From an optimization exercise on the open Yosys and OpenROAD flow, aimed at small area, a short achievable clock period and few clock cycles per item; shortcuts taken in it are not production practice.
In this exercise RTL edits were held to simulation tests only and were not proved equivalent to the original.

// fixed_point_17_14_alu_top
module fixed_point_17_14_alu_top (
  input  logic                        clk,
  input  logic                        rst,
  input  logic                        req_valid,
  output logic                        req_stall,
  input  logic [3:0]                  op,
  input  logic signed [WORD_BITS-1:0] operand_a,
  input  logic signed [WORD_BITS-1:0] operand_b,
  output logic                        rsp_valid,
  input  logic                        rsp_stall,
  output logic signed [WORD_BITS-1:0] result,
  output logic [1:0]                  status
);
export LEC_CHECK = 0
export CAP_MARGIN = 20
export CORE_MARGIN = 2
export CORE_UTILIZATION = 50
export SETUP_SLACK_MARGIN = 0.5
export SLEW_MARGIN = 20
export TNS_END_PERCENT = 20
create_clock -name core_clock -period 28.0 [get_ports {clk}]
standard.sh (not shown) runs the stock make flow with config.mk's settings and CLKGATE_MAP_FILE= SYNTH_SCRIPT=/design/flow/synth_recipe.tcl, a recipe that flattens the netlist after the stock synthesis.
==> flow/flow/run.sh <==
#!/bin/bash
# Layout flow: the standard flow, with two changes to how the layout is
# made: repair_timing is asked to reach a shorter period than the clock (a
# larger setup slack margin), and the port buffers that buffer_ports inserts
# on every input and output are plain buf_4 cells. The SDC, the synthesis and
# every other step are the standard ones.
set -euo pipefail
here=$(pwd)
target=$(cat flow/target_period_ns)
margin=$(python3 -c "print(round($FLOW_PERIOD_NS - $target, 3))")
# standard synthesis, unchanged
bash standard.sh synth > "$here/log_synth.txt" 2>&1
# remaining steps
sed -E "s/SETUP_SLACK_MARGIN=[^ ]+/SETUP_SLACK_MARGIN=$margin BUFFER_PORTS_ARGS=\"-buffer_cell sky130_fd_sc_hd__buf_4\"/" standard.sh > "$here/layout.sh"
bash "$here/layout.sh" > "$here/log_layout.txt" 2>&1
==> flow/flow/target_period_ns <==
7.0
Testbench counts at the start, summed over its fixed seeds: cycles 40,910, items 16,000.
Then changed:
--- a/flow/design.v
+++ b/flow/design.v
@@ -73,19 +73,18 @@
   endfunction
   logic        xv;        
   logic        xfree;     
   logic [3:0]  xop;
   logic [31:0] ra;        
   logic [31:0] rb;        
   logic [3:0]  bneg, bone, btwo;   
   logic [1:0]  dbit;      
   logic [5:0]  bla, blb;  
-  logic        apow;      
   logic [32:0] racc;      
   logic [1:0]  ph;
   logic [4:0]  cnt;       
   logic        qn;        
   logic        o0v, o1v;
   logic        rstall, o0nv;
   logic [33:0] o0, o1;    
   logic is_mul, is_div, op9, bz, simple, done, push, pop, go;
   logic ld_in, ld_mul, ld_prep, ld_div, qn_n;
@@ -180,19 +179,19 @@
   logic [4:0]  d_nit;
   always_comb begin
     logic [31:0] absa;
     logic [5:0]  la, lb;
     logic signed [7:0] lq, sla, slb;
     logic [4:0]  nit;
     logic [5:0]  sh;
     logic [62:0] w;
     absa = ra[31] ? -ra : ra;
-    la   = bla + {5'd0, apow};
+    la   = bla + {5'd0, ra[31]};
     lb   = blb;
     sla  = {2'b00, la};
     slb  = {2'b00, lb};
     lq   = sla - slb + (op9 ? 8'sd15 : 8'sd1);
     if (lq <= 0) nit = 5'd0;
     else         nit = 5'((lq + 8'sd1) >>> 1);
     if (!op9 && nit > 5'd16) nit = 5'd16;
     if (op9 && nit > 5'd23)  nit = 5'd23;
     sh   = (op9 ? 6'd46 : 6'd32) - {nit, 1'b0};
@@ -301,19 +300,18 @@
       x_mul  <= (op == 4'd7) || (op == 4'd8);
       x_div  <= (op == 4'd9) || (op == 4'd10);
       x_op9  <= (op == 4'd9);
       x_bz   <= (operand_b == '0);
       x_badb <= !((&operand_b[31:17]) || (~|operand_b[31:17]));
       x_badnb <= !((((&operand_b[31:17]) || (~|operand_b[31:17])) && operand_b != 32'hFFFE_0000)
                    || operand_b == 32'h0002_0000);
       ra  <= operand_a;
       bla <= sbitlen(operand_a);
-      apow <= operand_a[31] && ((operand_a[30:0] & ~operand_a[31:1]) == '0);
       blb <= sbitlen(operand_b);
     end else if (ld_prep) begin
       ra  <= sum;
     end
     if (ld_in || ld_mul || ld_prep || ld_div)
       rb <= ({32{ld_in}}   & operand_b)
           | ({32{ld_prep}} & d_q0)
           | ({32{ld_mul}}  & {ms[7:0], rb[31:8]})
           | ({32{ld_div}}  & d_q);
Die area barely changes.
Count of clock-buffer cells in the layout came out lower by 6.
Critical path depth grows by 2.
Global-route usage goes up by 0.30 points.
Via count is higher by 0.62%.
Setup slack gets worse by 57 ps.
Core utilization falls by 0.66 points.
Wire length climbs by 1.4%.
Final area is lower by 1.3%.
Register-to-register slack loses 180 ps.
Final cell count stays flat.
Area after synthesis barely changes.
Testbench counts after the change, summed over its fixed seeds: cycles 41,357, items 16,000.

Setup of old:
Another version of the RTL of fixed_point_17_14_alu_top (not shown whole).
Size in the first run: roughly 4400 cells after synthesis, roughly 210 flip-flops, roughly 110 I/O pins.
// fixed_point_17_14_alu_top
module fixed_point_17_14_alu_top (
  input  logic                        clk,
  input  logic                        rst,
  input  logic                        req_valid,
  output logic                        req_stall,
  input  logic [3:0]                  op,
  input  logic signed [WORD_BITS-1:0] operand_a,
  input  logic signed [WORD_BITS-1:0] operand_b,
  output logic                        rsp_valid,
  input  logic                        rsp_stall,
  output logic signed [WORD_BITS-1:0] result,
  output logic [1:0]                  status
);
export LEC_CHECK = 0
export ABC_AREA = 1
export CAP_MARGIN = 10
export CORE_MARGIN = 2
export CORE_UTILIZATION = 60
export SETUP_SLACK_MARGIN = 0.5
export SLEW_MARGIN = 10
export TNS_END_PERCENT = 5
create_clock -name core_clock -period 28.0 [get_ports {clk}]
Scripts as last shown in full above: flow/flow/run.sh, flow/flow/target_period_ns
Testbench counts of old, summed over its fixed seeds: cycles 40,910, items 16,000.
Inputs modified between old and new:
--- a/flow/design.v
+++ b/flow/design.v
@@ -82,19 +82,21 @@
   logic        apow;      
   logic [32:0] racc;      
   logic [1:0]  ph;
   logic [4:0]  cnt;       
   logic        qn;        
   logic        o0v, o1v;
+  logic        rstall, o0nv;
   logic [33:0] o0, o1;    
   logic is_mul, is_div, op9, bz, simple, done, push, pop, go;
   logic ld_in, ld_mul, ld_prep, ld_div, qn_n;
-  assign is_mul = (xop == 4'd7) || (xop == 4'd8);
-  assign is_div = (xop == 4'd9) || (xop == 4'd10);
-  assign op9    = (xop == 4'd9);
-  assign bz     = (rb == '0);
+  logic x_mul, x_div, x_op9, x_bz, x_badb, x_badnb;
+  assign is_mul = x_mul;
+  assign is_div = x_div;
+  assign op9    = x_op9;
+  assign bz     = x_bz;
   assign simple = !is_mul && !is_div;
   always_comb begin
     case (ph)
       PH_IDLE: done = xv && (simple || (is_div && bz));
       PH_MUL:  done = xv && (cnt == 5'd1);
       PH_DIV:  done = xv && (cnt == 5'd1);
@@ -104,14 +106,14 @@
   assign push = done && !o1v;
   assign pop  = o0v && !rsp_stall;
   assign go   = !(done && o1v);
   logic        sub_int, add_int, bad_b, bad_nb, badsel, inv;
   logic [31:0] add_a, add_b, sum;
   always_comb begin
-    bad_b   = !((&rb[31:17]) || (~|rb[31:17]));
-    bad_nb  = !((!bad_b && rb != 32'hFFFE_0000) || rb == 32'h0002_0000);
+    bad_b   = x_badb;
+    bad_nb  = x_badnb;
     add_int = (xop == 4'd4);
     sub_int = (xop == 4'd6);
     badsel  = (ph == PH_IDLE) && ((add_int && bad_b) || (sub_int && bad_nb));
     case (ph)
       PH_IDLE: inv = is_div ? rb[31] : ((xop == 4'd5) || sub_int);
       default: inv = qn;
@@ -261,21 +263,27 @@
     xfree_n = !xv_n || (done_n && !o1v_n);
   end
   always_ff @(posedge clk) begin
     if (rst) begin
       xv    <= 1'b0;
       xfree <= 1'b1;
+      rstall <= 1'b0;
+      o0nv  <= 1'b1;
       ph    <= PH_IDLE;
       o0v   <= 1'b0;
       o1v   <= 1'b0;
     end else begin
       xv    <= xv_n;
       xfree <= xfree_n;
+      rstall <= !xfree_n;
       ph    <= xfree ? PH_IDLE : ph_n;
       o1v   <= o1v_n;
-      if (!o0v || pop) o0v <= o1v || push;
+      if (!o0v || pop) begin
+        o0v  <= o1v || push;
+        o0nv <= !(o1v || push);
+      end
     end
   end
   always_ff @(posedge clk) begin
     if (!o0v || pop) o0 <= o1v ? o1 : nres;
     if (o0v && !pop && push) o1 <= nres;
   end
@@ -286,13 +294,20 @@
   assign ld_div  = !xfree && xv && go && ph == PH_DIV;
   logic dvalid_n;
   assign dvalid_n = !op9 || (cnt_n > 5'd7);
   always_ff @(posedge clk) begin
     cnt <= cnt_n;
     if (ld_in) begin
-      xop <= op;
+      xop    <= op;
+      x_mul  <= (op == 4'd7) || (op == 4'd8);
+      x_div  <= (op == 4'd9) || (op == 4'd10);
+      x_op9  <= (op == 4'd9);
+      x_bz   <= (operand_b == '0);
+      x_badb <= !((&operand_b[31:17]) || (~|operand_b[31:17]));
+      x_badnb <= !((((&operand_b[31:17]) || (~|operand_b[31:17])) && operand_b != 32'hFFFE_0000)
+                   || operand_b == 32'h0002_0000);
       ra  <= operand_a;
       bla <= sbitlen(operand_a);
       apow <= operand_a[31] && ((operand_a[30:0] & ~operand_a[31:1]) == '0);
       blb <= sbitlen(operand_b);
     end else if (ld_prep) begin
       ra  <= sum;
@@ -313,11 +328,11 @@
     if (ld_prep || ld_div) begin
       if (ld_prep) dbit <= d_q0[31:30] & {2{dvalid_n}};
       else         dbit <= rb[29:28] & {2{dvalid_n}};
     end
     if (ld_prep) qn <= qn_n;
   end
-  assign req_stall = !xfree;
-  assign rsp_valid = o0v;
+  assign req_stall = rstall;
+  assign rsp_valid = !o0nv;
   assign result    = o0[31:0];
   assign status    = o0[33:32];
 endmodule
==> run summary <==
On worst path arrival time: between new and old, it ends up lower for old. Against old, new reports a setup slack after layout that is lower. Diff old -> new: routed wire length higher, final cell count roughly the same, clock-buffer cell count higher.
Testbench counts of new, summed over its fixed seeds: cycles 40,910, items 16,000.

==> static timing again, ports no longer ideal <==
The results above use ideal ports. As a check the final layouts listed here were re-extracted and re-timed, cells and wires unchanged. Step 1, drivers: a clkbuf_16 drives clk and a buf_2 each remaining input, both assumed. Step 2 moves the port delays by t, midway between the first and last clock arrival at a register: inputs arrive t later, outputs are due t later. That takes back most of the time a late clock gives input paths. Slacks: no drivers / after step 1 / after step 2; pairs: no drivers / after step 1.
run	shift t [ns]	slack for setup (ns)	worst setup path after step 2	slew at the worst register clock pin (ns)	worst data-port slew with drivers (ns)
the first run of note 1	0.679	20.664 / 20.699 / 20.020	input to register	0.07 / 0.07	0.06
the second run of note 1	0.681	20.607 / 20.621 / 19.939	input to register	0.08 / 0.08	0.09
old	0.647	20.895 / 20.895 / 20.248	input to register	0.07 / 0.07	0.12
new	0.664	20.891 / 20.907 / 20.243	input to register	0.08 / 0.08	0.07
After both steps every run listed still meets setup and hold. The setup slack of the second run of note 1, which loses most, moves by +0.014 ns with the drivers and by -0.668 ns with both steps.
